Background: an optimization exercise with open tools, aiming at small area and few clock cycles per item. Do not read the settings as production practice.
In this exercise RTL edits were held to simulation tests only and were not proved equivalent to the original.

// apb_completer_mem
module apb_completer_mem #(
  parameter int unsigned ADDR_W      = 9,
  parameter int unsigned DEPTH       = 256,
  parameter int unsigned WAIT_STATES = 0
) (
  input  logic              PCLK,
  input  logic              PRESETn,
  input  logic              PSEL,
  input  logic              PENABLE,
  input  logic              PWRITE,
  input  logic [ADDR_W-1:0] PADDR,
  input  logic [apb_pkg::DATA_W-1:0] PWDATA,
  output logic [apb_pkg::DATA_W-1:0] PRDATA,
  output logic              PREADY,
  output logic              PSLVERR
);
  localparam int unsigned DW    = apb_pkg::DATA_W;
  localparam int unsigned NRING = 32;
  localparam int unsigned NPEND = 4;
  logic          oor_c;
  assign oor_c = PADDR[8];
  logic [DW-1:0]    ring_q [NRING][8];    
  logic [2:0]       phase_q;              
  logic [7:0]       phoh_q;               
  logic [7:0]       clr_q;                
  logic [NPEND-1:0] pv_q;                 
  logic [7:0]       pa_q [NPEND];         
  logic [DW-1:0]    pd_q [NPEND];         
  logic [2:0] wslot_c;
  assign wslot_c = 3'd7 - phase_q;
  logic          wr_c;
  logic [NPEND-1:0] match_c, elig_c, csel_c, alloc_c, merge_c, free_c;
  logic          any_match_c, any_elig_c, any_free_c, dslot_c, direct_c, stall_c;
  assign wr_c = PSEL && PENABLE && PWRITE && !oor_c;
  always_comb begin
    for (int unsigned i = 0; i < NPEND; i++) begin
      match_c[i] = pv_q[i] && (pa_q[i] == PADDR[7:0]);
      elig_c[i]  = pv_q[i] && (pa_q[i][2:0] == wslot_c);
      free_c[i]  = !pv_q[i];
    end
  ...
export LEC_CHECK = 0
export CAP_MARGIN = 20
export CORE_MARGIN = 2
export CORE_UTILIZATION = 70
export CTS_CLUSTER_DIAMETER = 80
export CTS_CLUSTER_SIZE = 30
export SLEW_MARGIN = 20
export SYNTH_HIERARCHICAL = 1
export SYNTH_MINIMUM_KEEP_SIZE = 0
create_clock -name core_clock -period 5.0 [get_ports {PCLK}]
run.sh (not shown) runs the stock make flow with config.mk's settings and CLKGATE_MAP_FILE= SYNTH_SCRIPT=/design/flow/synth_recipe.tcl, a recipe that flattens the netlist after the stock synthesis.
Testbench counts at the start, summed over its fixed seeds: cycles 24,712, items 12,288.
Next try:
--- a/flow/design.v
+++ b/flow/design.v
@@ -66,28 +66,28 @@
   assign wr_c = PSEL && PENABLE && PWRITE && !oor_c;
   always_comb begin
     for (int unsigned i = 0; i < NPEND; i++) begin
       match_c[i] = pv_q[i] && (pa_q[i] == PADDR[7:0]);
       elig_c[i]  = pv_q[i] && (pa_q[i][2:0] == wslot_c);
       free_c[i]  = !pv_q[i];
     end
     any_match_c = |match_c;
     any_elig_c  = |elig_c;
     any_free_c  = |free_c;
     csel_c = elig_c & ~(elig_c - NPEND'(1));
     dslot_c  = (PADDR[2:0] == wslot_c) && !any_elig_c;
-    stall_c  = wr_c && !any_free_c && !any_elig_c && !dslot_c;
+    stall_c  = wr_c && !any_free_c && !dslot_c;
     direct_c = wr_c && !any_match_c && dslot_c;
-    alloc_c  = (wr_c && !any_match_c && !dslot_c && !stall_c) ?
-               (any_free_c ? (free_c & ~(free_c - NPEND'(1))) : csel_c) : '0;
+    alloc_c  = (wr_c && !any_match_c && !dslot_c && !stall_c) ? (free_c & ~(free_c - NPEND'(1)))
+                                                               : '0;
     merge_c  = (wr_c && !stall_c) ? match_c : '0;
   end
   logic          cvalid_c;
   logic [4:0]    cring_c;
   logic [DW-1:0] cdata_c;
   logic [12:0] cw_c [NPEND+1];
   logic [12:0] cbus_c;
   always_comb begin
     for (int unsigned i = 0; i < NPEND; i++) begin
       cw_c[i] = {pa_q[i][7:3], pd_q[i]};
     end
     cw_c[NPEND] = {PADDR[7:3], PWDATA};
Final area hardly moves.
Sequential cell count is unchanged.
Die area hardly moves.
Wire length decreases by 7.7%.
Global-route usage goes down by 2.8 points.
Synthesized cell count is lower by 0.40%.
Cell count stays flat.
Via count goes down by 0.84%.
Critical path depth decreases by 3.
Testbench counts after the change, summed over its fixed seeds: cycles 24,799, items 12,288.

## re-timing with driven ports
Ports are ideal in the flow. The routed layouts listed here were re-timed in OpenROAD. Step 1, drivers: a clkbuf_16 drives PCLK and a buf_2 each remaining input, both assumed. Step 2 adds t to the input delays and takes it off the output delays; t is the mean of the earliest and latest rising clock arrival at the registers after step 1. Input paths then give back, and output paths get back, about the clock's delay inside the block. Slacks: ideal / step 1 / step 2; pairs: ideal / step 1.
run | t (ns) | slack for setup (ns) | worst setup path at the end | worst data-port slew with drivers (ns)
the first run | 0.750 | 0.269 / 0.281 / -0.469 | input to register | 0.07
the second run | 0.738 | 0.598 / 0.574 / -0.014 | input to register | 0.04
Met with ideal ports but missed after step 2: setup timing in the first run and the second run. The setup slack of the first run, which loses most, moves by +0.012 ns with the drivers and by -0.738 ns with both steps.
